Source: an optimization exercise on an open RTL-to-GDS flow (aim: small area, a short achievable clock period and few clock cycles). Production flows keep margins and buffers that such runs may drop. Only simulation tests tie the RTL to the original design; equivalence was not proved. Power is estimated from default activity; no workload was simulated.

$ cat flow/constraint.sdc
create_clock -name core_clock -period 9.0 [get_ports {Clock}]
set_input_delay 1.8000 -clock core_clock [delete_from_list [all_inputs] [get_ports {Clock}]]
set_output_delay 1.8000 -clock core_clock [all_outputs]
set_load 0.01 [all_outputs]
$ cat flow/config.mk
export PLATFORM = sky130hd
export DESIGN_NAME = cache_top
export DESIGN_NICKNAME = cache_top
export VERILOG_FILES = /design/flow/design.v
export SDC_FILE = /design/flow/constraint.sdc
export NUM_CORES = 4
export LEC_CHECK = 0
export CAP_MARGIN = 20
export CORE_MARGIN = 2
export CORE_UTILIZATION = 40
export SLEW_MARGIN = 20
$ cat flow/design.v
package cache_cmd_pkg;
  localparam logic [3:0] CMD_READ      = 4'd0;
  localparam logic [3:0] CMD_WRITE     = 4'd1;
  localparam logic [3:0] CMD_INVAL     = 4'd3;   
  localparam logic [3:0] CMD_SNOOP_RFO = 4'd4;   
  localparam logic [3:0] CMD_CLEAR     = 4'd8;
  localparam int REQ_BITS = 4 + 32;
endpackage
package cache_line_pkg;
  localparam logic [1:0] MODIFIED  = 2'd0;
  localparam logic [1:0] EXCLUSIVE = 2'd1;
  localparam logic [1:0] SHARED    = 2'd2;
  localparam logic [1:0] INVALID   = 2'd3;
  localparam int EV_RD    = 4;
  localparam int EV_WR    = 3;
  localparam int EV_HIT   = 2;
  localparam int EV_MISS  = 1;
  localparam int EV_WBACK = 0;
endpackage
module cache_top (
  input  logic        Clock,
  input  logic        reset,
  input  logic        psel,
  input  logic        penable,
  input  logic        pwrite,
  input  logic [7:0]  paddr,
  input  logic [31:0] pwdata,
  output logic [31:0] prdata,
  output logic        pready,
  output logic        pslverr
);
  localparam int LINES = 16 * 4;
  logic       access;
  logic       a_addr, a_cmd, rd_ok, cmd_ok;
  logic       wr_addr, do_cmd;
  logic [3:0] c;
  assign access = psel && penable;
  assign c      = pwdata[3:0];
  assign a_addr = (paddr == 8'h00);
  assign a_cmd  = (paddr == 8'h04);
  assign cmd_ok = (c == cache_cmd_pkg::CMD_READ) || (c == cache_cmd_pkg::CMD_WRITE) ||
                  (c == cache_cmd_pkg::CMD_INVAL) || (c == cache_cmd_pkg::CMD_SNOOP_RFO) ||
                  (c == cache_cmd_pkg::CMD_CLEAR);
  assign rd_ok  = (paddr == 8'h00) || (paddr == 8'h08) || (paddr == 8'h10) ||
                  (paddr == 8'h14) || (paddr == 8'h18) || (paddr == 8'h1C) ||
                  (paddr == 8'h20);
  assign pready  = 1'b1;
  assign pslverr = pwrite ? !(a_addr || (a_cmd && cmd_ok)) : !rd_ok;
  assign wr_addr = access && pwrite && a_addr;
  assign do_cmd  = access && pwrite && a_cmd && cmd_ok;
  logic is_rdwr, is_wr, is_inv, is_clr;
  assign is_rdwr = !c[3] && !c[2] && !c[1];
  assign is_wr   = c[0];
  assign is_inv  = c[1];
  assign is_clr  = c[3];
  logic [LINES-1:0][(32 - ($clog2(16)) - ($clog2(64)))-1:0] line_tag;
  logic [LINES-1:0][1:0]                 line_state;
  logic [LINES-1:0][1:0]                 line_rank;    
  logic [32-1:0]           addr_q;
  logic [4:0][16-1:0]       cnt;
  logic [3:0]      lk_match;
  logic [3:0][1:0] lk_state;
  logic [3:0][1:0] lk_rank;
  logic [3:0]                n_set;
  logic [21:0]               n_tag;
  logic [3:0]                n_match;
  logic [3:0][1:0]           n_state;
  logic [3:0][1:0]           n_rank;
  assign n_set = pwdata[9:6];
  assign n_tag = pwdata[31:10];
  always_comb
  begin
    for (int w = 0; w < 4; w++)
    begin
      n_state[w] = line_state[{n_set, w[1:0]}];
      n_rank[w]  = line_rank[{n_set, w[1:0]}];
      n_match[w] = (n_state[w] != cache_line_pkg::INVALID) &&
                   (line_tag[{n_set, w[1:0]}] == n_tag);
    end
  end
  logic       hit;
  logic [1:0] hit_way, free_way, victim, way;
  logic       has_free;
  logic [1:0] cur_state, new_state;
  logic       update;
  logic [3:0] way_oh;
  logic [3:0][1:0] new_rank;
  logic [1:0] old_rank;
  logic [3:0] set_q;
  assign set_q   = addr_q[9:6];
  assign hit     = |lk_match;
  assign hit_way = {lk_match[3] | lk_match[2], lk_match[3] | lk_match[1]};
  always_comb
  begin
    has_free = 1'b0;
    free_way = '0;
    victim   = '0;
    for (int w = 3; w >= 0; w--)
    begin
      if (lk_state[w] == cache_line_pkg::INVALID)
      begin
        has_free = 1'b1;
        free_way = w[1:0];
      end
      if (lk_rank[w] == 2'd0)
        victim = w[1:0];
    end
  end
  assign way       = hit ? hit_way : (has_free ? free_way : victim);
  assign cur_state = lk_state[way];
  assign old_rank  = lk_rank[way];
  always_comb
  begin
    if (is_wr)
      new_state = cache_line_pkg::MODIFIED;
    else if (!hit)
      new_state = cache_line_pkg::EXCLUSIVE;
    else if (cur_state == cache_line_pkg::EXCLUSIVE)
      new_state = cache_line_pkg::SHARED;
    else
      new_state = cur_state;
    if (!is_rdwr)
      new_state = cache_line_pkg::INVALID;
  end
  assign update = is_rdwr || (!is_clr && hit);
  always_comb
  begin
    for (int w = 0; w < 4; w++)
    begin
      way_oh[w] = (way == w[1:0]);
      if (way_oh[w])
        new_rank[w] = 2'd3;
      else if (lk_rank[w] > old_rank)
        new_rank[w] = lk_rank[w] - 2'd1;
      else
        new_rank[w] = lk_rank[w];
    end
  end
  logic [4:0] ev;   
  assign ev[0] = do_cmd && is_rdwr && !is_wr;
  assign ev[1] = do_cmd && is_rdwr && is_wr;
  assign ev[2] = do_cmd && is_rdwr && hit;
  assign ev[3] = do_cmd && is_rdwr && !hit;
  assign ev[4] = do_cmd && cur_state == cache_line_pkg::MODIFIED &&
                 ((is_rdwr && !hit) || (is_inv && hit));
  always_ff @(posedge Clock or posedge reset)
  begin
    if (reset)
      cnt <= '0;
    else
      for (int i = 0; i < 5; i++)
        if (ev[i] && cnt[i] != '1)
          cnt[i] <= cnt[i] + 1'b1;
  end
  always_ff @(posedge Clock or posedge reset)
  begin
    if (reset)
      addr_q <= '0;
    else if (wr_addr)
      addr_q <= pwdata;
  end
  always_ff @(posedge Clock or posedge reset)
  begin
    if (reset)
    begin
      lk_match <= '0;
      for (int w = 0; w < 4; w++)
      begin
        lk_state[w] <= cache_line_pkg::INVALID;
        lk_rank[w]  <= w[1:0];
      end
    end
    else if (wr_addr)
    begin
      lk_match <= n_match;
      lk_state <= n_state;
      lk_rank  <= n_rank;
    end
    else if (do_cmd && is_clr)
    begin
      lk_match <= '0;
      for (int w = 0; w < 4; w++)
      begin
        lk_state[w] <= cache_line_pkg::INVALID;
        lk_rank[w]  <= w[1:0];
      end
    end
    else if (do_cmd && update)
    begin
      lk_match <= is_rdwr ? way_oh : 4'b0;
      for (int w = 0; w < 4; w++)
        if (way_oh[w])
          lk_state[w] <= new_state;
      lk_rank <= new_rank;
    end
  end
  for (genvar e = 0; e < LINES; e++)
  begin : g_line
    localparam logic [1:0] W = e % 4;
    localparam logic [3:0] S = e / 4;
    always_ff @(posedge Clock)
    begin
      if (do_cmd && is_rdwr && set_q == S && way == W)
        line_tag[e] <= addr_q[31:10];
    end
    always_ff @(posedge Clock or posedge reset)
    begin
      if (reset)
      begin
        line_state[e] <= cache_line_pkg::INVALID;
        line_rank[e]  <= W;
      end
      else if (do_cmd && is_clr)
      begin
        line_state[e] <= cache_line_pkg::INVALID;
        line_rank[e]  <= W;
      end
      else if (do_cmd && update && set_q == S)
      begin
        if (way == W)
          line_state[e] <= new_state;
        line_rank[e] <= new_rank[W];
      end
    end
  end
  logic [1:0] probe;
  always_comb
  begin
    probe = hit ? 2'b00 : cache_line_pkg::INVALID;
    for (int w = 0; w < 4; w++)
      if (lk_match[w])
        probe = probe | lk_state[w];
  end
  always_comb
  begin
    if (paddr[5])
      prdata = 32'(cnt[4]);
    else if (paddr[4])
      prdata = 32'(cnt[paddr[3:2]]);
    else if (paddr[3])
      prdata = 32'(probe);
    else
      prdata = addr_q;
  end
endmodule
$ cat flow/run.sh
#!/bin/bash
# synth_recipe.tcl (not shown) runs the flow's synth.tcl, then flattens the netlist and writes it again
# the make line also repeats each setting of config.mk as NAME=value (left out here)
make -C /OpenROAD-flow-scripts/flow DESIGN_CONFIG=/design/flow/config.mk WORK_HOME=/design/flow/orfs CLKGATE_MAP_FILE= SYNTH_SCRIPT=/design/flow/synth_recipe.tcl finish
==> summary.txt <==
Timing
  • Final hold vios: 0
  • Slew margin rel.: 0.3373
  • Pin slew with the least headroom to its limit: 994.1 ps
  • Setup skew after layout: 26.22 ps
  • Setup violators final: 0
  • Tcrit/Tclk final: 0.6601
  • Unrepaired setup endpoints after global routing: no
  • Pins over their slew limit: 0
  • Hold Slack: 458.8 ps
  • Final setup TNS: 0 ps
  • Max Clock Freq: 168.3 MHz
  • Crit path time final: 5941 ps

Final layout
  • Layout Utilization: 0.4565
  • Finished Layout Cells: 7187
  • Share of layout cells above drive strength 1: 0.2559
  • Layout net count: 4610
  • Area Growth Syn to Fin: 13.60%

Logic synthesis
  • Largest family of logic cells by synthesized area: multiplexers
  • Top FF cell, synth: edfxtp_1
  • Synth cell types: a little over 80
  • Number of synthesized flops with an enable pin: 1408
  • Ys Warns: 1
  • Xor-xnor portion of the synthesized cell area: 0.02330
  • Post-synthesis sequential area ratio: 0.7018
  • Cell Area, Synth: about 0.074 mm²
  • Flops & latches, synth: 1796
  • Adder-cell share of the synthesized area: 0.002185
  • Mapped Cells: 4371
  • Fraction of synthesized area in multiplexers: 0.1557
  • Post-synthesis simple-gate area fraction: 0.05451
  • Syn Area/Cell: between 15 and 20 µm²
  • Asr flop ratio synth: 0.2160
  • Post-Synthesis Net Count: 4429
  • Post-synthesis compound-gate area fraction: 0.04679

Min path
  • Worst min-delay path category: reg2reg

Clock network
  • Clock-pin slew on the worst setup and hold paths: roughly 60 ps
  • CTS Buf Count: between 150 and 200
  • H-tree levels: 4
  • Clock buffer depth: 3
  • Hold_buf cts: 0
  • CTS Sinks: 1796
  • Clk Latency, worst-skew pair: 820 ps
  • Post_cts resized: 0
  • Post-CTS Setup Bufs: 0
  • Root buffer cell: clkbuf_16
  • CTS tree: done

Global route
  • Number of global-route vias before repair: 41480
  • Antenna violations before repair: 6
  • Grt total ovfl: 0
  • First-pass GRT wire length: 293300 µm
  • Overall global routing resource usage: 0.2114
  • Pin count of the biggest net entering global routing: 159

Floorplanning
  • Row count: 158
  • Die H: 435.4 µm
  • Die width: about 440 µm
  • Die footprint: 0.1896 mm²
  • Top Ports: 79
  • Core Area: 0.1852 mm²
  • Starting Density: 0.4019

Critical path
  • CP Cell Sequence: clkdlybuf4s50_1 > buf_4 > mux4_2 > a21oi_1 > o21ai_0 > clkdlybuf4s50_1
  • Critical path endpoint category: output pin
  • CP most frequent cell: clkdlybuf4s50_1
  • Setup CP Type: in2out
  • CP arrival: 4140 ps
  • Crit-path leading delay family: buffers and inverters
  • CP max FO: 20
  • Crit path max-delay cell type: mux4_2
  • Crit path launch type: input port
  • Required time of the critical path: 7200 ps
  • Worst Path Buf+Inv: 3
  • Worst path max stage delay: 550 ps

Routing
  • Via count: just over 40000
  • Vias per inst: about 5.7
  • Post-route antenna net violation count: 0
  • Post-route DRC: 0
  • Routed WL: 200800 µm
  • Drt pass-1 iters: 6
  • DR WL/cell: 27.93 µm
  • DRT iter0 DRCs: 4438

Placement
  • Routability cong.: 0.8259
  • Post-DP HPWL: 115400 µm
  • DP Cell Count: 6853
  • I/O Buffers: 77

Power
  • Net Switching: ~3700 µW
  • Switching share of power: 0.2159
  • Clock power share: 0.432
  • P_int: around 13000 µW
  • Power Total: 17010 µW
  • Total power divided by cell area: 201.1 mW/mm²
  • Comb power frac: 0.045
  • Seq pwr share: 0.523
  • VDD IR max: 0.0002067 V
  • Leak pwr: 0.03065 µW

Flow run
  • Max cap viols: 0

Status
  • Status: complete, no violations
==> layout make-up <==
class / instances / area (µm²)
Antenna cell: 2 / 5.005
Clock buffer: 250 / 4960
Clock inverter: 82 / 769.5
Fill cell: 15850 / 100700
Inverter: 37 / 145.1
Multi-Input combinational cell: 2306 / 21260
Sequential cell: 1796 / 52270
Tap cell: 2480 / 3103
Timing Repair Buffer: 234 / 2047
==> power by group through the flow <==
stage | Clock [µW] | Sequential (µW) | Combinational, µW
after global placement | 0 | 9070 | 757
final | 7350 | 8900 | 758
after global routing | 7800 | 8890 | 806
after CTS | 7470 | 8900 | 765
after detailed placement | 0 | 9070 | 764
after floorplan | 0 | 9080 | 480
==> layer usage <==
layer	track usage	routed length (µm)
met3	0.03462	13570
met2	0.3488	98410
met5	0	0
met4	0.06177	5665
met1	0.2895	83120
==> path summary, 6_finish.rpt <==
path | slack, ps | cells past startpoint | to | start
max in group asynchronous | 6080 | 4 | addr_q[24] | reset
worst min register to register | 460 | 2 | line_state[48] | line_state[48]
min in group asynchronous | 1550 | 3 | line_rank[65] | reset
worst max register to register | 4210 | 11 | line_rank[60] | lk_rank[2]
worst min-delay path | 460 | 2 | line_state[48] | line_state[48]
worst max-delay path | 3060 | 6 | prdata[2] | paddr[2]
==> sequential cells by signal, summed over array words and instances, names as in the netlist <==
signal      count
cnt            80
line_state    128
addr_q         32
line_rank     128
lk_rank         8
line_tag     1408
lk_match        4
lk_state        8
==> cells by family after synthesis <==
logic type / Yosys count
compound gates: 572
xor+xnor: 198
fa+ha+maj: 13
buf+inv: 269
flops: 1796
mux: 610
other cells: 1
simple gates: 912
==> placed cells by master, fill, tap and decap left out, types with 23 or more instances in the layout <==
| cell | netlist | routed |
|---|---|---|
| and2_1 | 27 | 27 |
| xor2_1 | 59 | 59 |
| mux2i_1 | 162 | 162 |
| clkdlybuf4s50_1 | 0 | 70 |
| xnor2_1 | 139 | 139 |
| a221oi_1 | 23 | 23 |
| dfrtp_1 | 184 | 162 |
| clkinv_2 | 0 | 32 |
| nand2_1 | 395 | 395 |
| inv_1 | 30 | 29 |
| edfxtp_1 | 1408 | 1408 |
| nor2_1 | 251 | 185 |
| clkbuf_16 | 0 | 182 |
| mux4_2 | 437 | 437 |
| nor2_2 | 0 | 66 |
| nor3_1 | 26 | 23 |
| clkinv_1 | 4 | 30 |
| clkbuf_1 | 93 | 53 |
| dfstp_2 | 204 | 204 |
| a21oi_1 | 130 | 130 |
| buf_4 | 14 | 150 |
| nand4_1 | 26 | 26 |
| o21ai_1 | 64 | 64 |
| nand3_1 | 80 | 80 |
| o21ai_0 | 199 | 197 |
==> cell usage after synthesis (80+ instances only) <==
cell,n,share of area
edfxtp_1,1408,0.57
mux4_2,437,0.13
nand2_1,395,0.020
nor2_1,251,0.013
dfstp_2,204,0.072
o21ai_0,199,0.013
dfrtp_1,184,0.062
mux2i_1,162,0.022
xnor2_1,139,0.016
a21oi_1,130,0.0087
clkbuf_1,93,0.0047
buf_2,85,0.0057
nand3_1,80,0.0054
==> per-stage QoR <==
stage / setup WS [ps] / cell area [µm²]
4_1_cts: 2875 / 84540
6_report: 3059 / 84560
3_5_place_dp: 2870 / 78810
2_1_floorplan: 2149 / 74450
5_1_grt: 3001 / 84560
3_3_place_gp: 2931 / 78800
==> tightest hold or removal path, stage by stage (launching register included) <==
cell     delay [ps]
dfstp_2         360
nand2_1          40
o21ai_1          50
Testbench counts, summed over its fixed seeds: cycles 17,704.

-- static timing again, ports no longer ideal --
In the flow no input, the clock included, has a driving cell. The finished layout below was timed again as built, in two steps. Step 1: set_driving_cell puts a clkbuf_16 on Clock and a buf_2 on each other input, an assumption about the parent block. Step 2 adds t to the input delays and takes it off the output delays; t is the mean of the earliest and latest rising clock arrival at the registers after step 1. Input paths then give back, and output paths get back, about the clock's delay inside the block. a / b / c = no drivers / after step 1 / after step 2; a / b = the first two.
t (ns): 0.894
setup WS [ns]: 3.059 / 3.032 / 3.032
worst data-port slew with drivers (ns): 0.13
pins driven straight from the clock port: 1
After both steps this run still meets setup and hold. The setup slack of this run moves by -0.027 ns with the drivers and by -0.027 ns with both steps.
